From an optimization exercise on the open Yosys and OpenROAD flow, aimed at small area, a short achievable clock period and few clock cycles per item; shortcuts taken in it are not production practice.
Function was not checked in any run shown here: the RTL went through the layout flow alone.
Power and IR drop assume default switching activity.

<file path="config.mk">
export PLATFORM = sky130hd
export DESIGN_NAME = voltmeter_display_controller_core
export DESIGN_NICKNAME = voltmeter_display_controller_core
export VERILOG_FILES = /design/flow/design.v
export SDC_FILE = /design/flow/constraint.sdc
export NUM_CORES = 4
export LEC_CHECK = 0
export ABC_CLOCK_PERIOD_IN_PS = 2000
export CAP_MARGIN = 20
export CORE_MARGIN = 2
export CORE_UTILIZATION = 40
export CTS_BUF_LIST = sky130_fd_sc_hd__clkbuf_4 sky130_fd_sc_hd__clkbuf_8
export CTS_CLUSTER_DIAMETER = 60
export CTS_CLUSTER_SIZE = 40
export SLEW_MARGIN = 20
</file>
<file path="standard.sh">
#!/bin/bash
# synth_recipe.tcl (not shown) runs the flow's synth.tcl, then flattens the netlist and writes it again
# the make line also repeats each setting of config.mk as NAME=value (left out here)
make -C /OpenROAD-flow-scripts/flow DESIGN_CONFIG=/design/flow/config.mk WORK_HOME=/design/flow/orfs CLKGATE_MAP_FILE= SYNTH_SCRIPT=/design/flow/synth_recipe.tcl "${@:-finish}"
</file>
<file path="constraint.sdc">
create_clock -name core_clock -period 8.0 [get_ports {i_clk}]
set_input_delay 1.6000 -clock core_clock [delete_from_list [all_inputs] [get_ports {i_clk}]]
set_output_delay 1.6000 -clock core_clock [all_outputs]
set_load 0.01 [all_outputs]
</file>
<file path="flow/run.sh">
#!/bin/bash
# Standard layout, with the port buffers made from buf_2 cells instead of the
# default choice, and timing repair aiming further below the clock period.
set -euo pipefail
export BUFFER_PORTS_ARGS="-buffer_cell sky130_fd_sc_hd__buf_2"
export SETUP_SLACK_MARGIN=5
bash standard.sh > standard.log 2>&1
</file>
<file path="design.v">
`default_nettype none
package vdc_pkg;
    localparam int ADC_W      = 10;
    localparam int ACC_W      = 13;    
    localparam int CNT_W      = 3;
    localparam int FUNC_W     = 2;
    localparam int SW_W       = 4;
    localparam int VAL_W      = 7;
    localparam int DUTY_W     = 7;
    localparam int SEG_W      = 8;
    localparam int PERIOD_W   = 16;
    localparam int PL_W       = 10;    
    localparam int OPD_W      = 11;    
    localparam int CFG_IDX_W  = 3;
    localparam int CFG_DATA_W = 16;
    localparam logic [PERIOD_W-1:0] PERIOD_RST = 16'd25000;
    localparam logic [DUTY_W-1:0]   LEVEL0_RST = 7'd3;
    localparam logic [DUTY_W-1:0]   LEVEL1_RST = 7'd15;
    localparam logic [DUTY_W-1:0]   LEVEL2_RST = 7'd40;
    localparam logic [DUTY_W-1:0]   LEVEL3_RST = 7'd90;
    localparam logic [ACC_W-1:0] ACC_BIAS = 13'd120;
    localparam logic [FUNC_W-1:0] FUNC_SAMPLE  = 2'd0;
    localparam logic [FUNC_W-1:0] FUNC_REFRESH = 2'd1;
    localparam logic [FUNC_W-1:0] FUNC_SWITCH  = 2'd2;
    localparam logic [FUNC_W-1:0] FUNC_NONE    = 2'd3;
    function automatic logic [6:0] glyph(input logic [3:0] d);
        case (d)
            4'd0: glyph = 7'h77;
            4'd1: glyph = 7'h41;
            4'd2: glyph = 7'h3B;
            4'd3: glyph = 7'h6B;
            4'd4: glyph = 7'h4D;
            4'd5: glyph = 7'h6E;
            4'd6: glyph = 7'h7E;
            4'd7: glyph = 7'h43;
            4'd8: glyph = 7'h7F;
            4'd9: glyph = 7'h6F;
            4'd10: glyph = 7'h5F;
            4'd11: glyph = 7'h7C;
            4'd12: glyph = 7'h36;
            4'd13: glyph = 7'h79;
            4'd14: glyph = 7'h3E;
            default: glyph = 7'h1E;
        endcase
    endfunction
    function automatic logic [SEG_W-1:0] refresh_seg(input logic t, input logic [VAL_W-1:0] v);
        logic [3:0] d;
        case ({t, v})
            8'd0: d = 4'd0;
            8'd1: d = 4'd1;
            8'd2: d = 4'd2;
            8'd3: d = 4'd3;
            8'd4: d = 4'd4;
            8'd5: d = 4'd5;
            8'd6: d = 4'd6;
            8'd7: d = 4'd7;
            8'd8: d = 4'd8;
            8'd9: d = 4'd9;
            8'd10: d = 4'd0;
            8'd11: d = 4'd1;
            8'd12: d = 4'd2;
            8'd13: d = 4'd3;
            8'd14: d = 4'd4;
            8'd15: d = 4'd5;
            8'd16: d = 4'd6;
            8'd17: d = 4'd7;
            8'd18: d = 4'd8;
            8'd19: d = 4'd9;
            8'd20: d = 4'd0;
            8'd21: d = 4'd1;
            8'd22: d = 4'd2;
            8'd23: d = 4'd3;
            8'd24: d = 4'd4;
            8'd25: d = 4'd5;
            8'd26: d = 4'd6;
            8'd27: d = 4'd7;
            8'd28: d = 4'd8;
            8'd29: d = 4'd9;
            8'd30: d = 4'd0;
            8'd31: d = 4'd1;
            8'd32: d = 4'd2;
            8'd33: d = 4'd3;
            8'd34: d = 4'd4;
            8'd35: d = 4'd5;
            8'd36: d = 4'd6;
            8'd37: d = 4'd7;
            8'd38: d = 4'd8;
            8'd39: d = 4'd9;
            8'd40: d = 4'd0;
            8'd41: d = 4'd1;
            8'd42: d = 4'd2;
            8'd43: d = 4'd3;
            8'd44: d = 4'd4;
            8'd45: d = 4'd5;
            8'd46: d = 4'd6;
            8'd47: d = 4'd7;
            8'd48: d = 4'd8;
            8'd49: d = 4'd9;
            8'd50: d = 4'd0;
            8'd51: d = 4'd1;
            8'd52: d = 4'd2;
            8'd53: d = 4'd3;
            8'd54: d = 4'd4;
            8'd55: d = 4'd5;
            8'd56: d = 4'd6;
            8'd57: d = 4'd7;
            8'd58: d = 4'd8;
            8'd59: d = 4'd9;
            8'd60: d = 4'd0;
            8'd61: d = 4'd1;
            8'd62: d = 4'd2;
            8'd63: d = 4'd3;
            8'd64: d = 4'd4;
            8'd65: d = 4'd5;
            8'd66: d = 4'd6;
            8'd67: d = 4'd7;
            8'd68: d = 4'd8;
            8'd69: d = 4'd9;
            8'd70: d = 4'd0;
            8'd71: d = 4'd1;
            8'd72: d = 4'd2;
            8'd73: d = 4'd3;
            8'd74: d = 4'd4;
            8'd75: d = 4'd5;
            8'd76: d = 4'd6;
            8'd77: d = 4'd7;
            8'd78: d = 4'd8;
            8'd79: d = 4'd9;
            8'd80: d = 4'd0;
            8'd81: d = 4'd1;
            8'd82: d = 4'd2;
            8'd83: d = 4'd3;
            8'd84: d = 4'd4;
            8'd85: d = 4'd5;
            8'd86: d = 4'd6;
            8'd87: d = 4'd7;
            8'd88: d = 4'd8;
            8'd89: d = 4'd9;
            8'd90: d = 4'd0;
            8'd91: d = 4'd1;
            8'd92: d = 4'd2;
            8'd93: d = 4'd3;
            8'd94: d = 4'd4;
            8'd95: d = 4'd5;
            8'd96: d = 4'd6;
            8'd97: d = 4'd7;
            8'd98: d = 4'd8;
            8'd99: d = 4'd9;
            8'd100: d = 4'd0;
            8'd101: d = 4'd1;
            8'd102: d = 4'd2;
            8'd103: d = 4'd3;
            8'd104: d = 4'd4;
            8'd105: d = 4'd5;
            8'd106: d = 4'd6;
            8'd107: d = 4'd7;
            8'd108: d = 4'd8;
            8'd109: d = 4'd9;
            8'd110: d = 4'd0;
            8'd111: d = 4'd1;
            8'd112: d = 4'd2;
            8'd113: d = 4'd3;
            8'd114: d = 4'd4;
            8'd115: d = 4'd5;
            8'd116: d = 4'd6;
            8'd117: d = 4'd7;
            8'd118: d = 4'd8;
            8'd119: d = 4'd9;
            8'd120: d = 4'd0;
            8'd121: d = 4'd1;
            8'd122: d = 4'd2;
            8'd123: d = 4'd3;
            8'd124: d = 4'd4;
            8'd125: d = 4'd5;
            8'd126: d = 4'd6;
            8'd127: d = 4'd7;
            8'd128: d = 4'd0;
            8'd129: d = 4'd0;
            8'd130: d = 4'd0;
            8'd131: d = 4'd0;
            8'd132: d = 4'd0;
            8'd133: d = 4'd0;
            8'd134: d = 4'd0;
            8'd135: d = 4'd0;
            8'd136: d = 4'd0;
            8'd137: d = 4'd0;
            8'd138: d = 4'd1;
            8'd139: d = 4'd1;
            8'd140: d = 4'd1;
            8'd141: d = 4'd1;
            8'd142: d = 4'd1;
            8'd143: d = 4'd1;
            8'd144: d = 4'd1;
            8'd145: d = 4'd1;
            8'd146: d = 4'd1;
            8'd147: d = 4'd1;
            8'd148: d = 4'd2;
            8'd149: d = 4'd2;
            8'd150: d = 4'd2;
            8'd151: d = 4'd2;
            8'd152: d = 4'd2;
            8'd153: d = 4'd2;
            8'd154: d = 4'd2;
            8'd155: d = 4'd2;
            8'd156: d = 4'd2;
            8'd157: d = 4'd2;
            8'd158: d = 4'd3;
            8'd159: d = 4'd3;
            8'd160: d = 4'd3;
            8'd161: d = 4'd3;
            8'd162: d = 4'd3;
            8'd163: d = 4'd3;
            8'd164: d = 4'd3;
            8'd165: d = 4'd3;
            8'd166: d = 4'd3;
            8'd167: d = 4'd3;
            8'd168: d = 4'd4;
            8'd169: d = 4'd4;
            8'd170: d = 4'd4;
            8'd171: d = 4'd4;
            8'd172: d = 4'd4;
            8'd173: d = 4'd4;
            8'd174: d = 4'd4;
            8'd175: d = 4'd4;
            8'd176: d = 4'd4;
            8'd177: d = 4'd4;
            8'd178: d = 4'd5;
            8'd179: d = 4'd5;
            8'd180: d = 4'd5;
            8'd181: d = 4'd5;
            8'd182: d = 4'd5;
            8'd183: d = 4'd5;
            8'd184: d = 4'd5;
            8'd185: d = 4'd5;
            8'd186: d = 4'd5;
            8'd187: d = 4'd5;
            8'd188: d = 4'd6;
            8'd189: d = 4'd6;
            8'd190: d = 4'd6;
            8'd191: d = 4'd6;
            8'd192: d = 4'd6;
            8'd193: d = 4'd6;
            8'd194: d = 4'd6;
            8'd195: d = 4'd6;
            8'd196: d = 4'd6;
            8'd197: d = 4'd6;
            8'd198: d = 4'd7;
            8'd199: d = 4'd7;
            8'd200: d = 4'd7;
            8'd201: d = 4'd7;
            8'd202: d = 4'd7;
            8'd203: d = 4'd7;
            8'd204: d = 4'd7;
            8'd205: d = 4'd7;
            8'd206: d = 4'd7;
            8'd207: d = 4'd7;
            8'd208: d = 4'd8;
            8'd209: d = 4'd8;
            8'd210: d = 4'd8;
            8'd211: d = 4'd8;
            8'd212: d = 4'd8;
            8'd213: d = 4'd8;
            8'd214: d = 4'd8;
            8'd215: d = 4'd8;
            8'd216: d = 4'd8;
            8'd217: d = 4'd8;
            8'd218: d = 4'd9;
            8'd219: d = 4'd9;
            8'd220: d = 4'd9;
            8'd221: d = 4'd9;
            8'd222: d = 4'd9;
            8'd223: d = 4'd9;
            8'd224: d = 4'd9;
            8'd225: d = 4'd9;
            8'd226: d = 4'd9;
            8'd227: d = 4'd9;
            8'd228: d = 4'd10;
            8'd229: d = 4'd10;
            8'd230: d = 4'd10;
            8'd231: d = 4'd10;
            8'd232: d = 4'd10;
            8'd233: d = 4'd10;
            8'd234: d = 4'd10;
            8'd235: d = 4'd10;
            8'd236: d = 4'd10;
            8'd237: d = 4'd10;
            8'd238: d = 4'd11;
            8'd239: d = 4'd11;
            8'd240: d = 4'd11;
            8'd241: d = 4'd11;
            8'd242: d = 4'd11;
            8'd243: d = 4'd11;
            8'd244: d = 4'd11;
            8'd245: d = 4'd11;
            8'd246: d = 4'd11;
            8'd247: d = 4'd11;
            8'd248: d = 4'd12;
            8'd249: d = 4'd12;
            8'd250: d = 4'd12;
            8'd251: d = 4'd12;
            8'd252: d = 4'd12;
            8'd253: d = 4'd12;
            8'd254: d = 4'd12;
            default: d = 4'd12;
        endcase
        refresh_seg = {t, glyph(d)};
    endfunction
endpackage
`default_nettype wire
`default_nettype none
import vdc_pkg::*;
module vdc_cfg (
    input  wire logic                    i_clk,
    input  wire logic                    i_rst_n,
    input  wire logic                    i_cfg_we,
    input  wire logic [CFG_IDX_W-1:0]    i_cfg_idx,
    input  wire logic [CFG_DATA_W-1:0]   i_cfg_data,
    input  wire logic                    i_rotate,
    output      logic [PERIOD_W-1:0]     o_period,
    output      logic [4*DUTY_W-1:0]     o_levels
);
    logic [PERIOD_W-1:0] r_period;
    logic [DUTY_W-1:0]   r_level0, r_level1, r_level2, r_level3;
    always_ff @(posedge i_clk) begin
        if (!i_rst_n) begin
            r_period <= PERIOD_RST;
            r_level0 <= LEVEL0_RST;
            r_level1 <= LEVEL1_RST;
            r_level2 <= LEVEL2_RST;
            r_level3 <= LEVEL3_RST;
        end else begin
            if (i_cfg_we && i_cfg_idx == 3'd0) r_period <= i_cfg_data;
            else if (i_rotate)                 r_period <= {r_period[PERIOD_W-2:0], r_period[PERIOD_W-1]};
            if (i_cfg_we && i_cfg_idx == 3'd1) r_level0 <= i_cfg_data[DUTY_W-1:0];
            if (i_cfg_we && i_cfg_idx == 3'd2) r_level1 <= i_cfg_data[DUTY_W-1:0];
            if (i_cfg_we && i_cfg_idx == 3'd3) r_level2 <= i_cfg_data[DUTY_W-1:0];
            if (i_cfg_we && i_cfg_idx == 3'd4) r_level3 <= i_cfg_data[DUTY_W-1:0];
        end
    end
    assign o_period = r_period;
    assign o_levels = {r_level3, r_level2, r_level1, r_level0};
endmodule
`default_nettype wire
`default_nettype none
import vdc_pkg::*;
module vdc_state (
    input  wire logic                 i_clk,
    input  wire logic                 i_rst_n,
    input  wire logic                 i_load,
    input  wire logic [FUNC_W-1:0]    i_func,
    input  wire logic [PL_W-1:0]      i_pl,
    output      logic [FUNC_W-1:0]    o_op,
    output      logic [OPD_W-1:0]     o_opd
);
    logic [ACC_W-1:0]  r_acc;      
    logic [CNT_W-1:0]  r_count;
    logic              r_volt;     
    logic [FUNC_W-1:0] r_op;
    logic [OPD_W-1:0]  r_opd;
    logic [ACC_W:0]    w_acc_sum;
    logic              w_sample, w_last;
    assign w_acc_sum = (ACC_W+1)'(r_acc) + (ACC_W+1)'(i_pl);
    assign w_sample  = (i_func == FUNC_SAMPLE) && r_volt;
    assign w_last    = (r_count == 3'd7);
    always_ff @(posedge i_clk) begin
        if (!i_rst_n) begin
            r_acc   <= ACC_BIAS;
            r_count <= '0;
            r_volt  <= 1'b1;
        end else if (i_load) begin
            if (w_sample) begin
                r_acc   <= w_last ? ACC_BIAS : w_acc_sum[ACC_W-1:0];
                r_count <= r_count + 3'd1;
            end
            if (i_func == FUNC_SWITCH && i_pl[9:8] != 2'd3)
                r_volt <= (i_pl[9:8] == 2'd0);
        end
    end
    always_ff @(posedge i_clk) begin
        if (i_load) begin
            if (i_func == FUNC_SAMPLE) begin
                r_op  <= (w_sample && w_last) ? FUNC_SAMPLE : FUNC_NONE;
                r_opd <= w_acc_sum[ACC_W:3];
            end else begin
                r_op  <= i_func;
                r_opd <= OPD_W'(i_pl);
            end
        end
    end
    assign o_op  = r_op;
    assign o_opd = r_opd;
endmodule
`default_nettype wire
`default_nettype none
import vdc_pkg::*;
module vdc_out (
    input  wire logic                 i_clk,
    input  wire logic                 i_rst_n,
    input  wire logic                 i_load,
    input  wire logic [FUNC_W-1:0]    i_op,
    input  wire logic [OPD_W-1:0]     i_opd,
    input  wire logic                 i_period_we,   
    input  wire logic [PERIOD_W-1:0]  i_period,
    output      logic                 o_busy,
    output      logic                 o_rotate,   
    output      logic [SEG_W-1:0]     o_seg,
    output      logic [DUTY_W-1:0]    o_duty,
    output      logic [VAL_W-1:0]     o_value,
    output      logic [PERIOD_W-1:0]  o_compare
);
    logic [VAL_W-1:0]  r_value;
    logic              r_toggle;
    logic [DUTY_W-1:0] r_duty;
    logic [SEG_W-1:0]  r_seg;      
    logic [PERIOD_W:0] r_q;
    logic [6:0]        r_rem;
    logic [5:0]        w_a;
    logic [4:0]        w_b;
    logic              w_ge1;
    logic [VAL_W-1:0]  w_avg_val;
    assign w_a       = i_opd[10:5];
    assign w_b       = i_opd[4:0];
    assign w_ge1     = w_a[5] || (w_b >= ~w_a[4:0]);
    assign w_avg_val = (w_a == 6'd31 && w_b == 5'd31) ? 7'd33 : VAL_W'(w_a) + VAL_W'(w_ge1);
    logic [1:0]        w_mode;
    logic [DUTY_W-1:0] w_lv;
    logic              w_lv_zero, w_lv_full;
    assign w_mode    = i_opd[9:8];
    assign w_lv      = i_opd[DUTY_W-1:0];
    assign w_lv_zero = (w_lv == 7'd0);
    assign w_lv_full = (w_lv >= 7'd100);
    logic w_sw, w_set0, w_setp, w_start;
    assign w_sw    = i_load && (i_op == FUNC_SWITCH);
    assign w_set0  = w_sw && (w_mode == 2'd0 || (w_mode == 2'd2 && w_lv_zero));
    assign w_setp  = w_sw && (w_mode == 2'd1 || (w_mode == 2'd2 && w_lv_full));
    assign w_start = (i_period_we && r_duty != 7'd0) || (w_sw && w_mode == 2'd2 && !w_lv_zero && !w_lv_full);
    always_ff @(posedge i_clk) begin
        if (!i_rst_n) begin
            r_value  <= '0;
            r_toggle <= 1'b0;
            r_duty   <= '0;
            r_seg    <= '0;
        end else if (i_load) begin
            case (i_op)
                FUNC_SAMPLE: r_value <= w_avg_val;
                FUNC_REFRESH: begin
                    r_toggle <= !r_toggle;
                    r_seg    <= vdc_pkg::refresh_seg(r_toggle, r_value);
                end
                FUNC_SWITCH: case (w_mode)
                    2'd0: r_duty <= 7'd0;
                    2'd1: r_duty <= 7'd100;
                    2'd2: begin
                        r_duty  <= w_lv_full ? 7'd100 : w_lv;
                        r_value <= w_lv;
                    end
                    default: ;
                endcase
                default: ;
            endcase
        end
    end
    logic [8:0] w_t;
    logic [1:0] w_k;
    logic [8:0] w_rem;
    logic [1:0] r_kq;
    logic [PERIOD_W-1:0] w_inc;      
    always_comb begin
        for (int i = 0; i < PERIOD_W; i++)
            w_inc[i] = r_kq[1] && (&(r_q[PERIOD_W-1:0] | (16'hffff << i)));
    end
    logic       w_step;
    assign o_busy   = !r_q[PERIOD_W];
    assign w_step   = o_busy && !r_q[PERIOD_W-1];
    assign o_rotate = w_step;
    assign w_t      = {1'b0, r_rem, 1'b0} + (i_period[PERIOD_W-1] ? {2'b00, r_duty} : 9'd0);
    always_comb begin
        if (w_t >= 9'd200) begin
            w_k   = 2'd2;
            w_rem = w_t - 9'd200;
        end else if (w_t >= 9'd100) begin
            w_k   = 2'd1;
            w_rem = w_t - 9'd100;
        end else begin
            w_k   = 2'd0;
            w_rem = w_t;
        end
    end
    always_ff @(posedge i_clk) begin
        if (!i_rst_n) begin
            r_q <= {1'b1, {PERIOD_W{1'b0}}};
        end else if (w_start) begin
            r_q <= '0;      
        end else if (w_set0) begin
            r_q <= {1'b1, {PERIOD_W{1'b0}}};
        end else if (w_setp) begin
            r_q <= {1'b1, i_period};
        end else if (o_busy) begin
            r_q <= {r_q[PERIOD_W-1:0] ^ w_inc, r_kq[0]};
        end
    end
    always_ff @(posedge i_clk) begin
        if (w_start) begin
            r_kq  <= 2'd1;
            r_rem <= '0;
        end else if (w_step) begin
            r_kq  <= w_k;
            r_rem <= w_rem[6:0];
        end
    end
    assign o_seg     = r_seg;
    assign o_duty    = r_duty;
    assign o_value   = r_value;
    assign o_compare = r_q[PERIOD_W-1:0];
endmodule
`default_nettype wire
`default_nettype none
import vdc_pkg::*;
module voltmeter_display_controller_core (
    input  wire logic                           i_clk,
    input  wire logic                           i_rst_n,
    input  wire logic                           i_cfg_we,
    input  wire logic [vdc_pkg::CFG_IDX_W-1:0]  i_cfg_idx,
    input  wire logic [vdc_pkg::CFG_DATA_W-1:0] i_cfg_data,
    input  wire logic                           i_in_valid,
    output      logic                           o_in_ready,
    input  wire logic [vdc_pkg::FUNC_W-1:0]     i_in_func,
    input  wire logic [9:0]                     i_in_sample,
    input  wire logic [vdc_pkg::SW_W-1:0]       i_in_switches,
    output      logic                           o_out_valid,
    input  wire logic                           i_out_ready,
    output      logic [vdc_pkg::SEG_W-1:0]      o_out_segments,
    output      logic                           o_out_digit_high,
    output      logic [vdc_pkg::DUTY_W-1:0]     o_out_duty_percent,
    output      logic [vdc_pkg::PERIOD_W-1:0]   o_out_compare_count,
    output      logic [vdc_pkg::VAL_W-1:0]      o_out_shown_value
);
    logic [PERIOD_W-1:0]  w_period;
    logic [4*DUTY_W-1:0]  w_levels;
    logic                 w_busy, w_rotate;
    logic                 r_m_valid, r_k_valid, r_p_valid, r_s_pend;
    logic                 w_take, w_adv1, w_adv2;
    assign o_out_valid = r_s_pend && !w_busy;
    assign w_adv2      = r_p_valid && !w_busy && (!r_s_pend || i_out_ready);
    assign w_adv1      = r_m_valid && (!r_p_valid || w_adv2);
    assign o_in_ready  = !r_k_valid;
    assign w_take      = i_in_valid && !r_k_valid;
    always_ff @(posedge i_clk) begin
        if (!i_rst_n) begin
            r_m_valid <= 1'b0;
            r_k_valid <= 1'b0;
            r_p_valid <= 1'b0;
            r_s_pend  <= 1'b0;
        end else begin
            if (w_adv1) begin
                r_m_valid <= r_k_valid || w_take;
                r_k_valid <= 1'b0;
            end else if (w_take) begin
                r_m_valid <= 1'b1;
                r_k_valid <= r_m_valid;
            end
            if (w_adv1)      r_p_valid <= 1'b1;
            else if (w_adv2) r_p_valid <= 1'b0;
            if (w_adv2)                          r_s_pend <= 1'b1;
            else if (o_out_valid && i_out_ready) r_s_pend <= 1'b0;
        end
    end
    logic [FUNC_W-1:0]    r_m_func,  r_k_func;
    logic [PL_W-1:0]      r_m_pl,    r_k_pl;
    logic [PL_W-1:0]      w_in_pl;
    logic [DUTY_W-1:0]    w_in_lv;
    assign w_in_lv = w_levels[i_in_switches[3:2]*DUTY_W +: DUTY_W];
    assign w_in_pl = (i_in_func == FUNC_SWITCH) ? {i_in_switches[1:0], 1'b0, w_in_lv}
                                                : i_in_sample;
    always_ff @(posedge i_clk) begin
        if (w_adv1 ? !r_k_valid : !r_m_valid) begin
            r_m_func <= i_in_func;
            r_m_pl   <= w_in_pl;
        end else if (w_adv1) begin
            r_m_func <= r_k_func;
            r_m_pl   <= r_k_pl;
        end
        if (!r_k_valid) begin
            r_k_func <= i_in_func;
            r_k_pl   <= w_in_pl;
        end
    end
    logic w_period_we;
    assign w_period_we = i_cfg_we && (i_cfg_idx == 3'd0);
    vdc_cfg u_cfg (
        .i_clk      (i_clk),
        .i_rst_n    (i_rst_n),
        .i_cfg_we   (i_cfg_we),
        .i_cfg_idx  (i_cfg_idx),
        .i_cfg_data (i_cfg_data),
        .i_rotate   (w_rotate),
        .o_period   (w_period),
        .o_levels   (w_levels)
    );
    logic [FUNC_W-1:0]   w_op;
    logic [OPD_W-1:0]    w_opd;
    logic [SEG_W-1:0]    w_seg;
    logic [DUTY_W-1:0]   w_duty;
    logic [VAL_W-1:0]    w_value;
    logic [PERIOD_W-1:0] w_compare;
    vdc_state u_state (
        .i_clk      (i_clk),
        .i_rst_n    (i_rst_n),
        .i_load     (w_adv1),
        .i_func     (r_m_func),
        .i_pl       (r_m_pl),
        .o_op       (w_op),
        .o_opd      (w_opd)
    );
    vdc_out u_out (
        .i_clk       (i_clk),
        .i_rst_n     (i_rst_n),
        .i_load      (w_adv2),
        .i_op        (w_op),
        .i_opd       (w_opd),
        .i_period_we (w_period_we),
        .i_period    (w_period),
        .o_busy      (w_busy),
        .o_rotate    (w_rotate),
        .o_seg       (w_seg),
        .o_duty      (w_duty),
        .o_value     (w_value),
        .o_compare   (w_compare)
    );
    assign o_out_segments      = w_seg;
    assign o_out_digit_high    = w_seg[SEG_W-1];
    assign o_out_duty_percent  = w_duty;
    assign o_out_compare_count = w_compare;
    assign o_out_shown_value   = w_value;
endmodule
`default_nettype wire
</file>
==> results.py, run 1 <==
metrics = {
    "placed_design": {
        "placed_cells": 1310,
        "pre_cts_ws_ps": 4320,
        "hpwl_um": 14600,
        "port_buffers": 80,
        "gp_congestion": 0.834,
    },
    "logic_synthesis": {
        "synth_top_family_by_area": "simple AND/OR/NAND/NOR gates",
        "yosysSeqAreaShare_pct": 37.5,
        "synth_fa_ha_area_share_pct": 6.91,
        "synth_compound_area_share_pct": 17.3,
        "synth.top_cell.area_share_pct": 25.2,
        "yosys-top-cells-area": "dfxtp_1 25%, edfxtp_1 12%, ha_1 6.4%, nand2_1 6.1%, mux2i_1 3.3%",
        "synth_xor_area_share_pct": 3.58,
        "synth_nets": 1101,
        "yosysTopAreaCell": "dfxtp_1",
        "synth_area_um2": 9050,
        "synthFlopType": "dfxtp_1",
        "synth.distinct_cells": 81,
        "synthCells": 1013,
        "ys_ff_latch": 151,
        "syn_avg_cell_area_um2": 8.93,
        "ys_async_sr_fraction_pct": 0,
        "muxShareOfSynthArea_pct": 8.55,
        "synth-simple-area-share_pct": 20.4,
        "ys_warn_count": 4,
        "synth-edff-count": 37,
    },
    "critical_path": {
        "setup.worst_path.start_class": "flip-flop",
        "path_class": "reg2reg",
        "reg2regPathDepth": 12,
        "reg2reg_slack_ps": 5030,
        "arrival_ps": 3300,
        "cp.required_ps": 8330,
        "path_max_fanout": 7,
        "crit_path_end_kind": "flip-flop",
        "reg2reg_to": "u_out.r_rem[5]",
        "r2r-start": "u_cfg.r_period[15]",
    },
    "cells_and_area": {
        "nets": 1154,
        "num-fill-cells": 2159,
        "layoutNonFillerInstCount": 1364,
        "diodes": 0,
        "multi_input_area_um2": 5480,
        "drive_gt1_share_pct": 23.1,
        "seq_area_um2": 3410,
        "syn2layout_area_growth_pct": 15.9,
    },
    "timing": {
        "relSlewSlack_pct": 29.3,
        "rsz0062_at_grt": "true",
        "tightest_slew_ps": 1060,
        "fin_crit_ps": 2970,
        "skew_ps": 13.8,
        "finalWorstSetupSlack_ps": 5030,
        "finalSetupViolCount": 0,
        "hold_viol": 0,
        "report.final.slew_viol_count": 0,
        "finalSetupTns_ps": 0,
        "max_clock_freq_mhz": 337,
        "fin_crit_sh_pct": 37.1,
    },
    "global_routing": {
        "grt_max_degree": 92,
        "grt_pass1_wl_um": 34300,
        "antenna_found_initial": 0,
        "grtUsageTotal_pct": 17.6,
        "grt_pass1_vias": 6657,
        "gr-total-overflow": 0,
    },
    "floorplanning": {
        "rows": 55,
        "die-area_um2": 23800,
        "initial_core_util_pct": 40.3,
        "num_io_pins": 81,
        "dieWidth_um": 154,
        "core_um2": 22400,
        "die_h_um": 154,
    },
    "routing": {
        "dr_wl_met3_um": 795,
        "wl_per_cell_um": 15.7,
        "drtIter0Drc": 480,
        "drtPass1Iterations": 5,
        "met1Wirelength_um": 10800,
        "highest_layer": "met4",
        "routed_wl_um": 21400,
        "vias": 7285,
        "dr_wl_met2_um": 9490,
        "ant_nets": 0,
        "drc": 0,
        "vias_per_cell": 5.34,
    },
    "pwr": {
        "max-vdd-ir-drop_mv": 0.105,
        "power_density_nw_per_um2": 207,
        "static-leakage-power_nw": 4.42,
    },
    "min_path": {
        "min_from": "u_out.r_seg[3]",
        "hp-class": "reg2reg",
        "holdPathStages": 2,
        "hold_end": "u_out.r_seg[3]",
    },
    "clocking": {
        "clk_path_buf_depth": 2,
        "cts_tree": "built",
        "clk_pin_slew_worst_paths_ps": 80,
        "clock-sinks": 151,
        "cts_root_buf": "clkbuf_8",
        "htreeDepth": 4,
        "clk_latency_ps": 450,
        "numCtsBuffers": 17,
    },
    "outcome": {
        "status": "complete, no violations",
    },
    "job": {
        "cap_violations": 0,
    },
}
per-layer routing:
metal,track usage [%],vias up
li1,-,3692
met1,25.7,3431
met2,26.6,141
met3,2.91,21
met4,5.20,0
met5,0,-
through the flow:
stage / utilization [%] / hold slack, ps / cell area, um2 / power, mW
2_1_floorplan: - / 427 / 9220 / 1.30
3_3_place_gp: 42.8 / 431 / 9610 / 1.40
3_5_place_dp: 42.8 / 435 / 9610 / 1.40
4_1_cts: 45.7 / 450 / 10200 / 2.11
5_1_grt: 46.8 / 482 / 10500 / 2.29
6_report: 46.8 / 449 / 10500 / 2.17
worst max-delay path by stage:
stage	startpoint	end
after floorplan	i_out_ready	u_state.r_acc[10]
after global placement	i_out_ready	u_out.r_q[15]
after detailed placement	i_out_ready	r_m_pl[8]
after CTS	i_out_ready	u_out.r_q[15]
after global routing	u_cfg.r_period[15]	u_out.r_rem[5]
final	u_cfg.r_period[15]	u_out.r_rem[5]
power breakdown:
group          switching (mW)  internal (mW)
clock network           0.291          0.377
registers              0.0570          0.841
logic                   0.324          0.278
logic make-up after synthesis:
| family | Yosys count |
|---|---|
| compound gates | 209 |
| fa+ha+maj | 49 |
| mux | 63 |
| flops | 151 |
| buf+inv | 114 |
| simple gates | 390 |
| xor+xnor | 37 |
worst max-delay path: stages (launching register included):
cell and delay (ps):
dfxtp_4 380, nand2_2 80, inv_1 50, ha_1 260
a211o_1 310, and3_4 200, or2_4 280, ha_4 190
a311oi_4 340, o32ai_4 190, o21a_2 250, a221oi_2 250
a311oi_2 60
layout make-up:
type                    instances  area share (%)
clock buffers                  19            2.37
clock inverters                13            1.93
inverters                      39            1.56
multi-input cells             748            52.3
flip-flops and latches        151            32.5
well taps                     285            3.40
repair buffers                109            5.93
registers in the layout (all words and copies together) (netlist names), 2 cells and up:
register         flops
r_k_pl              10
u_cfg.r_level1       7
u_cfg.r_period      16
r_m_pl              10
u_out.r_rem          7
r_k_func             2
u_cfg.r_level3       7
u_out.r_value        7
u_out.r_duty         7
u_state.r_opd       11
u_state.r_acc       13
u_cfg.r_level2       7
u_out.r_q           17
u_cfg.r_level0       7
u_state.r_count      3
r_m_func             2
u_out.r_kq           2
u_state.r_op         2
u_out.r_seg          8
synth_stat cells (4+ instances only):
library cell and number:
and2_1 16, a21o_1 7, mux2i_1 30, nand2_1 146
dfxtp_1 114, buf_2 4, o211a_1 16, and3_1 6
edfxtp_1 37, nor4_1 5, buf_4 21, a221oi_1 17
mux2_2 22, ha_1 46, o21bai_1 4, nor2_1 78
nor2b_1 41, a211o_1 4, inv_1 38, a21oi_1 35
o21ai_0 33, nand4_1 5, or2_2 5, nor3_1 12
or3_1 4, clkbuf_1 45, mux4_2 9, a21boi_0 17
o21a_1 4, a211oi_1 8, xor2_1 18, o22ai_1 5
a22oi_1 11, nand2b_1 11, xnor2_1 19, o211ai_1 8
nand3_1 43
cell usage in the layout, fill, tap and decap left out, types with 11 or more instances in the layout:
| master | synthesis | routed |
|---|---|---|
| edfxtp_1 | 37 | 37 |
| a21boi_0 | 17 | 15 |
| o211a_1 | 16 | 16 |
| mux2i_1 | 30 | 30 |
| nor2b_1 | 41 | 39 |
| inv_1 | 38 | 32 |
| xor2_1 | 18 | 18 |
| nor3_1 | 12 | 12 |
| o21ai_0 | 33 | 29 |
| mux2_2 | 22 | 22 |
| nand2_1 | 146 | 142 |
| a22oi_1 | 11 | 11 |
| xnor2_1 | 19 | 17 |
| ha_1 | 46 | 40 |
| dfxtp_1 | 114 | 106 |
| a221oi_1 | 17 | 15 |
| buf_2 | 4 | 80 |
| clkbuf_8 | 0 | 17 |
| nand3_1 | 43 | 42 |
| buf_4 | 21 | 28 |
| a21oi_1 | 35 | 30 |
| and2_1 | 16 | 13 |
| nor2_1 | 78 | 77 |
what timing repair did:
| item | in CTS | in global routing |
|---|---|---|
| hold buffers | 0 | 0 |
| resized for setup | 24 | 38 |
| pin swaps | 10 | 25 |
| buffers inserted | 11 | 11 |
| cloned | 0 | 0 |
| setup endpoints to repair | 48 | 32 |
==> inputs of run 2 (changes only) <==
--- a/design.v
+++ b/design.v
@@ -45,264 +45,136 @@
     endfunction
     function automatic logic [SEG_W-1:0] refresh_seg(input logic t, input logic [VAL_W-1:0] v);
-        logic [3:0] d;
-        case ({t, v})
-            8'd0: d = 4'd0;
-            8'd1: d = 4'd1;
-            8'd2: d = 4'd2;
-            8'd3: d = 4'd3;
-            8'd4: d = 4'd4;
-            8'd5: d = 4'd5;
-            8'd6: d = 4'd6;
-            8'd7: d = 4'd7;
-            8'd8: d = 4'd8;
-            8'd9: d = 4'd9;
-            8'd10: d = 4'd0;
-            8'd11: d = 4'd1;
-            8'd12: d = 4'd2;
-            8'd13: d = 4'd3;
-            8'd14: d = 4'd4;
-            8'd15: d = 4'd5;
-            8'd16: d = 4'd6;
-            8'd17: d = 4'd7;
-            8'd18: d = 4'd8;
-            8'd19: d = 4'd9;
-            8'd20: d = 4'd0;
-            8'd21: d = 4'd1;
-            8'd22: d = 4'd2;
-            8'd23: d = 4'd3;
-            8'd24: d = 4'd4;
-            8'd25: d = 4'd5;
-            8'd26: d = 4'd6;
-            8'd27: d = 4'd7;
-            8'd28: d = 4'd8;
-            8'd29: d = 4'd9;
-            8'd30: d = 4'd0;
-            8'd31: d = 4'd1;
-            8'd32: d = 4'd2;
-            8'd33: d = 4'd3;
-            8'd34: d = 4'd4;
-            8'd35: d = 4'd5;
-            8'd36: d = 4'd6;
-            8'd37: d = 4'd7;
-            8'd38: d = 4'd8;
-            8'd39: d = 4'd9;
-            8'd40: d = 4'd0;
-            8'd41: d = 4'd1;
-            8'd42: d = 4'd2;
-            8'd43: d = 4'd3;
-            8'd44: d = 4'd4;
-            8'd45: d = 4'd5;
-            8'd46: d = 4'd6;
-            8'd47: d = 4'd7;
-            8'd48: d = 4'd8;
-            8'd49: d = 4'd9;
-            8'd50: d = 4'd0;
-            8'd51: d = 4'd1;
-            8'd52: d = 4'd2;
-            8'd53: d = 4'd3;
-            8'd54: d = 4'd4;
-            8'd55: d = 4'd5;
-            8'd56: d = 4'd6;
-            8'd57: d = 4'd7;
-            8'd58: d = 4'd8;
-            8'd59: d = 4'd9;
-            8'd60: d = 4'd0;
-            8'd61: d = 4'd1;
-            8'd62: d = 4'd2;
-            8'd63: d = 4'd3;
-            8'd64: d = 4'd4;
-            8'd65: d = 4'd5;
-            8'd66: d = 4'd6;
-            8'd67: d = 4'd7;
-            8'd68: d = 4'd8;
-            8'd69: d = 4'd9;
-            8'd70: d = 4'd0;
-            8'd71: d = 4'd1;
-            8'd72: d = 4'd2;
-            8'd73: d = 4'd3;
-            8'd74: d = 4'd4;
-            8'd75: d = 4'd5;
-            8'd76: d = 4'd6;
-            8'd77: d = 4'd7;
-            8'd78: d = 4'd8;
-            8'd79: d = 4'd9;
-            8'd80: d = 4'd0;
-            8'd81: d = 4'd1;
-            8'd82: d = 4'd2;
-            8'd83: d = 4'd3;
-            8'd84: d = 4'd4;
-            8'd85: d = 4'd5;
-            8'd86: d = 4'd6;
-            8'd87: d = 4'd7;
-            8'd88: d = 4'd8;
-            8'd89: d = 4'd9;
-            8'd90: d = 4'd0;
-            8'd91: d = 4'd1;
-            8'd92: d = 4'd2;
-            8'd93: d = 4'd3;
-            8'd94: d = 4'd4;
-            8'd95: d = 4'd5;
-            8'd96: d = 4'd6;
-            8'd97: d = 4'd7;
-            8'd98: d = 4'd8;
-            8'd99: d = 4'd9;
-            8'd100: d = 4'd0;
-            8'd101: d = 4'd1;
-            8'd102: d = 4'd2;
-            8'd103: d = 4'd3;
-            8'd104: d = 4'd4;
-            8'd105: d = 4'd5;
-            8'd106: d = 4'd6;
-            8'd107: d = 4'd7;
-            8'd108: d = 4'd8;
-            8'd109: d = 4'd9;
-            8'd110: d = 4'd0;
-            8'd111: d = 4'd1;
-            8'd112: d = 4'd2;
-            8'd113: d = 4'd3;
-            8'd114: d = 4'd4;
-            8'd115: d = 4'd5;
-            8'd116: d = 4'd6;
-            8'd117: d = 4'd7;
-            8'd118: d = 4'd8;
-            8'd119: d = 4'd9;
-            8'd120: d = 4'd0;
-            8'd121: d = 4'd1;
-            8'd122: d = 4'd2;
-            8'd123: d = 4'd3;
-            8'd124: d = 4'd4;
-            8'd125: d = 4'd5;
-            8'd126: d = 4'd6;
-            8'd127: d = 4'd7;
-            8'd128: d = 4'd0;
-            8'd129: d = 4'd0;
-            8'd130: d = 4'd0;
-            8'd131: d = 4'd0;
-            8'd132: d = 4'd0;
-            8'd133: d = 4'd0;
-            8'd134: d = 4'd0;
-            8'd135: d = 4'd0;
-            8'd136: d = 4'd0;
-            8'd137: d = 4'd0;
-            8'd138: d = 4'd1;
-            8'd139: d = 4'd1;
-            8'd140: d = 4'd1;
-            8'd141: d = 4'd1;
-            8'd142: d = 4'd1;
-            8'd143: d = 4'd1;
-            8'd144: d = 4'd1;
-            8'd145: d = 4'd1;
-            8'd146: d = 4'd1;
-            8'd147: d = 4'd1;
-            8'd148: d = 4'd2;
-            8'd149: d = 4'd2;
-            8'd150: d = 4'd2;
-            8'd151: d = 4'd2;
-            8'd152: d = 4'd2;
-            8'd153: d = 4'd2;
-            8'd154: d = 4'd2;
-            8'd155: d = 4'd2;
-            8'd156: d = 4'd2;
-            8'd157: d = 4'd2;
-            8'd158: d = 4'd3;
-            8'd159: d = 4'd3;
-            8'd160: d = 4'd3;
-            8'd161: d = 4'd3;
-            8'd162: d = 4'd3;
-            8'd163: d = 4'd3;
-            8'd164: d = 4'd3;
-            8'd165: d = 4'd3;
-            8'd166: d = 4'd3;
-            8'd167: d = 4'd3;
-            8'd168: d = 4'd4;
-            8'd169: d = 4'd4;
-            8'd170: d = 4'd4;
-            8'd171: d = 4'd4;
-            8'd172: d = 4'd4;
-            8'd173: d = 4'd4;
-            8'd174: d = 4'd4;
-            8'd175: d = 4'd4;
-            8'd176: d = 4'd4;
-            8'd177: d = 4'd4;
-            8'd178: d = 4'd5;
-            8'd179: d = 4'd5;
-            8'd180: d = 4'd5;
-            8'd181: d = 4'd5;
-            8'd182: d = 4'd5;
-            8'd183: d = 4'd5;
-            8'd184: d = 4'd5;
-            8'd185: d = 4'd5;
-            8'd186: d = 4'd5;
-            8'd187: d = 4'd5;
-            8'd188: d = 4'd6;
-            8'd189: d = 4'd6;
-            8'd190: d = 4'd6;
-            8'd191: d = 4'd6;
-            8'd192: d = 4'd6;
-            8'd193: d = 4'd6;
-            8'd194: d = 4'd6;
-            8'd195: d = 4'd6;
-            8'd196: d = 4'd6;
-            8'd197: d = 4'd6;
-            8'd198: d = 4'd7;
-            8'd199: d = 4'd7;
-            8'd200: d = 4'd7;
-            8'd201: d = 4'd7;
-            8'd202: d = 4'd7;
-            8'd203: d = 4'd7;
-            8'd204: d = 4'd7;
-            8'd205: d = 4'd7;
-            8'd206: d = 4'd7;
-            8'd207: d = 4'd7;
-            8'd208: d = 4'd8;
-            8'd209: d = 4'd8;
-            8'd210: d = 4'd8;
-            8'd211: d = 4'd8;
-            8'd212: d = 4'd8;
-            8'd213: d = 4'd8;
-            8'd214: d = 4'd8;
-            8'd215: d = 4'd8;
-            8'd216: d = 4'd8;
-            8'd217: d = 4'd8;
-            8'd218: d = 4'd9;
-            8'd219: d = 4'd9;
-            8'd220: d = 4'd9;
-            8'd221: d = 4'd9;
-            8'd222: d = 4'd9;
-            8'd223: d = 4'd9;
-            8'd224: d = 4'd9;
-            8'd225: d = 4'd9;
-            8'd226: d = 4'd9;
-            8'd227: d = 4'd9;
-            8'd228: d = 4'd10;
-            8'd229: d = 4'd10;
-            8'd230: d = 4'd10;
-            8'd231: d = 4'd10;
-            8'd232: d = 4'd10;
-            8'd233: d = 4'd10;
-            8'd234: d = 4'd10;
-            8'd235: d = 4'd10;
-            8'd236: d = 4'd10;
-            8'd237: d = 4'd10;
-            8'd238: d = 4'd11;
-            8'd239: d = 4'd11;
-            8'd240: d = 4'd11;
-            8'd241: d = 4'd11;
-            8'd242: d = 4'd11;
-            8'd243: d = 4'd11;
-            8'd244: d = 4'd11;
-            8'd245: d = 4'd11;
-            8'd246: d = 4'd11;
-            8'd247: d = 4'd11;
-            8'd248: d = 4'd12;
-            8'd249: d = 4'd12;
-            8'd250: d = 4'd12;
-            8'd251: d = 4'd12;
-            8'd252: d = 4'd12;
-            8'd253: d = 4'd12;
-            8'd254: d = 4'd12;
-            default: d = 4'd12;
+        logic [3:0] tens, ones;
+        case (v)
+            7'd0: begin tens = 4'd0; ones = 4'd0; end
+            7'd1: begin tens = 4'd0; ones = 4'd1; end
+            7'd2: begin tens = 4'd0; ones = 4'd2; end
+            7'd3: begin tens = 4'd0; ones = 4'd3; end
+            7'd4: begin tens = 4'd0; ones = 4'd4; end
+            7'd5: begin tens = 4'd0; ones = 4'd5; end
+            7'd6: begin tens = 4'd0; ones = 4'd6; end
+            7'd7: begin tens = 4'd0; ones = 4'd7; end
+            7'd8: begin tens = 4'd0; ones = 4'd8; end
+            7'd9: begin tens = 4'd0; ones = 4'd9; end
+            7'd10: begin tens = 4'd1; ones = 4'd0; end
+            7'd11: begin tens = 4'd1; ones = 4'd1; end
+            7'd12: begin tens = 4'd1; ones = 4'd2; end
+            7'd13: begin tens = 4'd1; ones = 4'd3; end
+            7'd14: begin tens = 4'd1; ones = 4'd4; end
+            7'd15: begin tens = 4'd1; ones = 4'd5; end
+            7'd16: begin tens = 4'd1; ones = 4'd6; end
+            7'd17: begin tens = 4'd1; ones = 4'd7; end
+            7'd18: begin tens = 4'd1; ones = 4'd8; end
+            7'd19: begin tens = 4'd1; ones = 4'd9; end
+            7'd20: begin tens = 4'd2; ones = 4'd0; end
+            7'd21: begin tens = 4'd2; ones = 4'd1; end
+            7'd22: begin tens = 4'd2; ones = 4'd2; end
+            7'd23: begin tens = 4'd2; ones = 4'd3; end
+            7'd24: begin tens = 4'd2; ones = 4'd4; end
+            7'd25: begin tens = 4'd2; ones = 4'd5; end
+            7'd26: begin tens = 4'd2; ones = 4'd6; end
+            7'd27: begin tens = 4'd2; ones = 4'd7; end
+            7'd28: begin tens = 4'd2; ones = 4'd8; end
+            7'd29: begin tens = 4'd2; ones = 4'd9; end
+            7'd30: begin tens = 4'd3; ones = 4'd0; end
+            7'd31: begin tens = 4'd3; ones = 4'd1; end
+            7'd32: begin tens = 4'd3; ones = 4'd2; end
+            7'd33: begin tens = 4'd3; ones = 4'd3; end
+            7'd34: begin tens = 4'd3; ones = 4'd4; end
+            7'd35: begin tens = 4'd3; ones = 4'd5; end
+            7'd36: begin tens = 4'd3; ones = 4'd6; end
+            7'd37: begin tens = 4'd3; ones = 4'd7; end
+            7'd38: begin tens = 4'd3; ones = 4'd8; end
+            7'd39: begin tens = 4'd3; ones = 4'd9; end
+            7'd40: begin tens = 4'd4; ones = 4'd0; end
+            7'd41: begin tens = 4'd4; ones = 4'd1; end
+            7'd42: begin tens = 4'd4; ones = 4'd2; end
+            7'd43: begin tens = 4'd4; ones = 4'd3; end
+            7'd44: begin tens = 4'd4; ones = 4'd4; end
+            7'd45: begin tens = 4'd4; ones = 4'd5; end
+            7'd46: begin tens = 4'd4; ones = 4'd6; end
+            7'd47: begin tens = 4'd4; ones = 4'd7; end
+            7'd48: begin tens = 4'd4; ones = 4'd8; end
+            7'd49: begin tens = 4'd4; ones = 4'd9; end
+            7'd50: begin tens = 4'd5; ones = 4'd0; end
+            7'd51: begin tens = 4'd5; ones = 4'd1; end
+            7'd52: begin tens = 4'd5; ones = 4'd2; end
+            7'd53: begin tens = 4'd5; ones = 4'd3; end
+            7'd54: begin tens = 4'd5; ones = 4'd4; end
+            7'd55: begin tens = 4'd5; ones = 4'd5; end
+            7'd56: begin tens = 4'd5; ones = 4'd6; end
+            7'd57: begin tens = 4'd5; ones = 4'd7; end
+            7'd58: begin tens = 4'd5; ones = 4'd8; end
+            7'd59: begin tens = 4'd5; ones = 4'd9; end
+            7'd60: begin tens = 4'd6; ones = 4'd0; end
+            7'd61: begin tens = 4'd6; ones = 4'd1; end
+            7'd62: begin tens = 4'd6; ones = 4'd2; end
+            7'd63: begin tens = 4'd6; ones = 4'd3; end
+            7'd64: begin tens = 4'd6; ones = 4'd4; end
+            7'd65: begin tens = 4'd6; ones = 4'd5; end
+            7'd66: begin tens = 4'd6; ones = 4'd6; end
+            7'd67: begin tens = 4'd6; ones = 4'd7; end
+            7'd68: begin tens = 4'd6; ones = 4'd8; end
+            7'd69: begin tens = 4'd6; ones = 4'd9; end
+            7'd70: begin tens = 4'd7; ones = 4'd0; end
+            7'd71: begin tens = 4'd7; ones = 4'd1; end
+            7'd72: begin tens = 4'd7; ones = 4'd2; end
+            7'd73: begin tens = 4'd7; ones = 4'd3; end
+            7'd74: begin tens = 4'd7; ones = 4'd4; end
+            7'd75: begin tens = 4'd7; ones = 4'd5; end
+            7'd76: begin tens = 4'd7; ones = 4'd6; end
+            7'd77: begin tens = 4'd7; ones = 4'd7; end
+            7'd78: begin tens = 4'd7; ones = 4'd8; end
+            7'd79: begin tens = 4'd7; ones = 4'd9; end
+            7'd80: begin tens = 4'd8; ones = 4'd0; end
+            7'd81: begin tens = 4'd8; ones = 4'd1; end
+            7'd82: begin tens = 4'd8; ones = 4'd2; end
+            7'd83: begin tens = 4'd8; ones = 4'd3; end
+            7'd84: begin tens = 4'd8; ones = 4'd4; end
+            7'd85: begin tens = 4'd8; ones = 4'd5; end
+            7'd86: begin tens = 4'd8; ones = 4'd6; end
+            7'd87: begin tens = 4'd8; ones = 4'd7; end
+            7'd88: begin tens = 4'd8; ones = 4'd8; end
+            7'd89: begin tens = 4'd8; ones = 4'd9; end
+            7'd90: begin tens = 4'd9; ones = 4'd0; end
+            7'd91: begin tens = 4'd9; ones = 4'd1; end
+            7'd92: begin tens = 4'd9; ones = 4'd2; end
+            7'd93: begin tens = 4'd9; ones = 4'd3; end
+            7'd94: begin tens = 4'd9; ones = 4'd4; end
+            7'd95: begin tens = 4'd9; ones = 4'd5; end
+            7'd96: begin tens = 4'd9; ones = 4'd6; end
+            7'd97: begin tens = 4'd9; ones = 4'd7; end
+            7'd98: begin tens = 4'd9; ones = 4'd8; end
+            7'd99: begin tens = 4'd9; ones = 4'd9; end
+            7'd100: begin tens = 4'd10; ones = 4'd0; end
+            7'd101: begin tens = 4'd10; ones = 4'd1; end
+            7'd102: begin tens = 4'd10; ones = 4'd2; end
+            7'd103: begin tens = 4'd10; ones = 4'd3; end
+            7'd104: begin tens = 4'd10; ones = 4'd4; end
+            7'd105: begin tens = 4'd10; ones = 4'd5; end
+            7'd106: begin tens = 4'd10; ones = 4'd6; end
+            7'd107: begin tens = 4'd10; ones = 4'd7; end
+            7'd108: begin tens = 4'd10; ones = 4'd8; end
+            7'd109: begin tens = 4'd10; ones = 4'd9; end
+            7'd110: begin tens = 4'd11; ones = 4'd0; end
+            7'd111: begin tens = 4'd11; ones = 4'd1; end
+            7'd112: begin tens = 4'd11; ones = 4'd2; end
+            7'd113: begin tens = 4'd11; ones = 4'd3; end
+            7'd114: begin tens = 4'd11; ones = 4'd4; end
+            7'd115: begin tens = 4'd11; ones = 4'd5; end
+            7'd116: begin tens = 4'd11; ones = 4'd6; end
+            7'd117: begin tens = 4'd11; ones = 4'd7; end
+            7'd118: begin tens = 4'd11; ones = 4'd8; end
+            7'd119: begin tens = 4'd11; ones = 4'd9; end
+            7'd120: begin tens = 4'd12; ones = 4'd0; end
+            7'd121: begin tens = 4'd12; ones = 4'd1; end
+            7'd122: begin tens = 4'd12; ones = 4'd2; end
+            7'd123: begin tens = 4'd12; ones = 4'd3; end
+            7'd124: begin tens = 4'd12; ones = 4'd4; end
+            7'd125: begin tens = 4'd12; ones = 4'd5; end
+            7'd126: begin tens = 4'd12; ones = 4'd6; end
+            default: begin tens = 4'd12; ones = 4'd7; end
         endcase
-        refresh_seg = {t, glyph(d)};
+        refresh_seg = {t, glyph(t ? tens : ones)};
     endfunction
 endpackage
==> run 2 against run 1 <==
Against the previous run:
- sequential share of layout area is 0.71 points higher
- synthesized area is 0.41% higher
- register-to-register slack worse by 640 ps
- still clean on timing, DRC and antenna
- sequential power is 4.2% higher
- worst hold slack better by 14 ps
==> results.py, run 2 <==
metrics = {
    "timing": {
        "finalSetupViolCount": 0,
        "fin_crit_ps": 3610,
        "hold_viol": 0,
        "finalSetupTns_ps": 0,
        "finalWorstSetupSlack_ps": 4390,
        "fin_crit_sh_pct": 45.1,
        "skew_ps": 18.6,
        "rsz0062_at_grt": "true",
        "max_clock_freq_mhz": 277,
        "relSlewSlack_pct": 45.5,
        "tightest_slew_ps": 816,
        "whs_ps": 463,
        "report.final.slew_viol_count": 0,
    },
    "critical_path": {
        "reg2reg_slack_ps": 4390,
        "arrival_ps": 3950,
        "worst-path-stages": 19,
        "setup.worst_path.start_class": "flip-flop",
        "cp_slowest_cell": "edfxtp_1",
        "cp.required_ps": 8340,
        "crit_buf_inv": 3,
        "path_class": "reg2reg",
        "crit_path_end_kind": "flip-flop",
        "max_stage_delay_ps": 520,
        "path_max_fanout": 6,
        "cp_cell_sequence": "ha_1 > a21o_1 > a21oi_2 > nor2b_1 > o21ai_1 > nand2_2 > ha_4 > nand2_4 > xnor2_2 > a21oi_2 > o31a_4 > nor2_4 > buf_4 > buf_6 > inv_2 > ha_2 > a221oi_1 > a22o_1 > a21oi_1",
        "reg2regPathDepth": 19,
        "crit_family": "compound AO/OA/AOI/OAI gates",
        "r2r-start": "u_state.r_opd[1]",
        "cpMostUsedCell": "a21oi_2",
        "critPathLaunch": "u_state.r_opd[1]",
    },
    "clocking": {
        "clk_path_buf_depth": 2,
        "cts_root_buf": "clkbuf_8",
        "cts_tree": "built",
        "clk_latency_ps": 450,
        "clk_pin_slew_worst_paths_ps": 90,
        "numCtsBuffers": 17,
        "htreeDepth": 4,
        "clock-sinks": 159,
    },
    "floorplanning": {
        "num_io_pins": 81,
        "dieWidth_um": 155,
        "die-area_um2": 23900,
        "initial_core_util_pct": 40.5,
        "die_h_um": 155,
        "core_um2": 22400,
        "rows": 55,
    },
    "placed_design": {
        "placed_cells": 1333,
        "hpwl_um": 15800,
        "pre_cts_ws_ps": 3210,
        "port_buffers": 80,
        "gp_congestion": 0.862,
    },
    "logic_synthesis": {
        "ys_warn_count": 4,
        "yosysSeqAreaShare_pct": 39.1,
        "yosysTopAreaCell": "dfxtp_1",
        "synthCells": 1032,
        "synth_most_common_cell": "nand2_1",
        "syn_avg_cell_area_um2": 8.80,
        "ys_ff_latch": 159,
        "synthFlopType": "dfxtp_1",
        "synth_area_um2": 9090,
        "yosys-top-cells-area": "dfxtp_1 27%, edfxtp_1 12%, ha_1 6.5%, nand2_1 6.1%, nor2_1 5.0%",
        "synth.distinct_cells": 75,
        "synth.top_cell.area_share_pct": 26.9,
        "synth-edff-count": 37,
        "synth_nets": 1121,
        "ys_async_sr_fraction_pct": 0,
        "ys_top_cells_by_count": "148 x nand2_1, 122 x dfxtp_1, 121 x nor2_1",
    },
    "cells_and_area": {
        "final_cell_mix": "143 x nand2_1, 119 x dfxtp_1, 115 x nor2_1",
        "largest_reg_flops": 17,
        "syn2layout_area_growth_pct": 17.8,
        "layout_commonest_cell": "nand2_1",
        "drive_gt1_share_pct": 25.2,
        "diodes": 0,
        "regMostFlops": "u_out.r_q",
        "top_regs": "u_out.r_q x17, u_cfg.r_period x16, u_state.r_acc x13",
        "layoutNonFillerInstCount": 1406,
        "nets": 1197,
    },
    "global_routing": {
        "gr-total-overflow": 0,
        "grt_pass1_wl_um": 37900,
        "grt_max_degree": 43,
        "grtUsageTotal_pct": 19.4,
        "grt_pass1_vias": 7458,
        "antenna_found_initial": 0,
    },
    "routing": {
        "drc": 0,
        "vias": 7925,
        "vias_per_cell": 5.64,
        "routed_wl_um": 23400,
        "ant_nets": 0,
        "drtPass1Iterations": 5,
        "drtIter0Drc": 560,
        "wl_per_cell_um": 16.6,
    },
    "min_path": {
        "hp-class": "reg2reg",
    },
    "pwr": {
        "static-leakage-power_nw": 4.32,
        "max-vdd-ir-drop_mv": 0.0976,
        "power_density_nw_per_um2": 191,
    },
    "outcome": {
        "status": "complete, no violations",
    },
    "job": {
        "cap_violations": 0,
    },
}
## run 2: cell count changes after synthesis, sizes merged, moves of 7 or more
| cell | before | now |
|---|---|---|
| nor2 | 78 | 122 |
| nor2b | 41 | 18 |
| a21oi | 35 | 56 |
| nand3 | 43 | 27 |
| o211a | 16 | 0 |
| a21boi | 17 | 5 |
| inv | 39 | 28 |
| nor3 | 12 | 23 |
| a311oi | 5 | 15 |
| a31oi | 3 | 11 |
| dfxtp | 114 | 122 |
| o21ai | 35 | 42 |
## run 2: logic make-up after synthesis
kind of cell | after synthesis | share of synthesized area [%]
AOI/OAI and AO/OA | 228 | 17.5
xor gates and xnor gates | 33 | 3.18
adders and majority gates | 49 | 6.91
buffers and inverters | 96 | 4.82
DFF | 159 | 39.1
muxes | 63 | 8.40
and+or+nand+nor | 404 | 20.1
## run 2: timing repair
item,in CTS,in global routing
gates resized for setup,38,41
cloned,0,1
setup endpoints to repair,66,35
buffers inserted,20,20
hold endpoints to repair,0,0
pin swaps,12,27
hold buffers,0,0
## run 2: worst min-delay path by stage
| stage | endpoint | startpoint | slack (ps) | depth (start not counted) |
|---|---|---|---|---|
| final | u_state.r_count[1] | u_state.r_count[1] | 460 | 2 |
| after global routing | u_cfg.r_level0[3] | u_cfg.r_level0[3] | 480 | 2 |
| after CTS | u_cfg.r_level0[5] | u_cfg.r_level0[5] | 470 | 2 |
| after detailed placement | u_out.r_kq[0] | u_out.r_kq[0] | 450 | 1 |
| after global placement | u_cfg.r_level0[2] | u_cfg.r_level0[2] | 440 | 2 |
| after floorplan | u_out.r_kq[0] | u_out.r_kq[0] | 430 | 1 |
## run 2: power breakdown
part | internal, mW | total (mW) | switching [mW]
Clock | 0.272 | 0.584 | 0.312
Combinational | 0.235 | 0.521 | 0.286
Sequential | 0.883 | 0.936 | 0.0522
## run 2: final cells by class
cell class	instances	area (um2)
Clock inverter	11	105
Timing Repair Buffer	124	753
Tap cell	285	357
Fill cell	2167	11700
Sequential cell	159	3560
Inverter	28	114
Clock buffer	21	277
Multi-Input combinational cell	778	5540
## run 2: worst reg2reg max path, cell delays in order (launching register included)
cell,delay (ps)
edfxtp_1,520
ha_1,330
a21o_1,190
a21oi_2,120
nor2b_1,50
o21ai_1,150
nand2_2,100
ha_4,180
nand2_4,70
xnor2_2,110
a21oi_2,100
o31a_4,320
nor2_4,140
buf_4,130
buf_6,80
inv_2,60
ha_2,240
a221oi_1,340
a22o_1,190
a21oi_1,40
## run 2: metrics by stage
step           power [mW]  area, um2  util (%)
3_3_place_gp         1.40       9680      43.1
4_1_cts              2.00      10400      46.2
3_5_place_dp         1.40       9680      43.1
2_1_floorplan        1.30       9320         -
5_1_grt              2.16      10700      47.7
6_report             2.04      10700      47.7
## run 2: layer usage
metal  global-route usage [%]  vias to the layer above  part of all wire, %
met3                     3.19                       28                  4.8
met5                        0                        -                    0
met2                     31.9                      250                   47
met4                     5.60                        0                  1.2
li1                         -                     3863                    -
met1                     26.5                     3784                   47

## separate check: timing with driven ports
The results above use ideal ports. As a check the final layouts listed here were re-extracted and re-timed, cells and wires unchanged.
Step 1 (the two cells are an assumption about what drives the block):
set clk [get_ports {i_clk}]
set_driving_cell -lib_cell sky130_fd_sc_hd__clkbuf_16 $clk
set_driving_cell -lib_cell sky130_fd_sc_hd__buf_2 [delete_from_list [all_inputs] $clk]
Step 2, shift: input delay + t, output delay - t, t = (earliest + latest rising clock arrival at the registers) / 2. This alone moves slack from input paths to output paths.
Slacks: ideal ports / drivers / drivers and shift; pairs: ideal ports / drivers.
| run | t, ns | setup slack, ns | worst setup path after step 2 | clock arrival spread, ns | worst slew at a driven data input, ns |
|---|---|---|---|---|---|
| run 1 | 0.484 | 5.034 / 5.034 / 4.590 | input to register | 0.014 / 0.014 | 0.05 |
| run 2 | 0.482 | 4.395 / 4.395 / 3.921 | input to register | 0.019 / 0.019 | 0.07 |
After both steps every run listed still meets setup and hold. For run 2, which loses most, drivers alone change the setup slack by 0.000 ns; drivers and shift together by -0.474 ns.
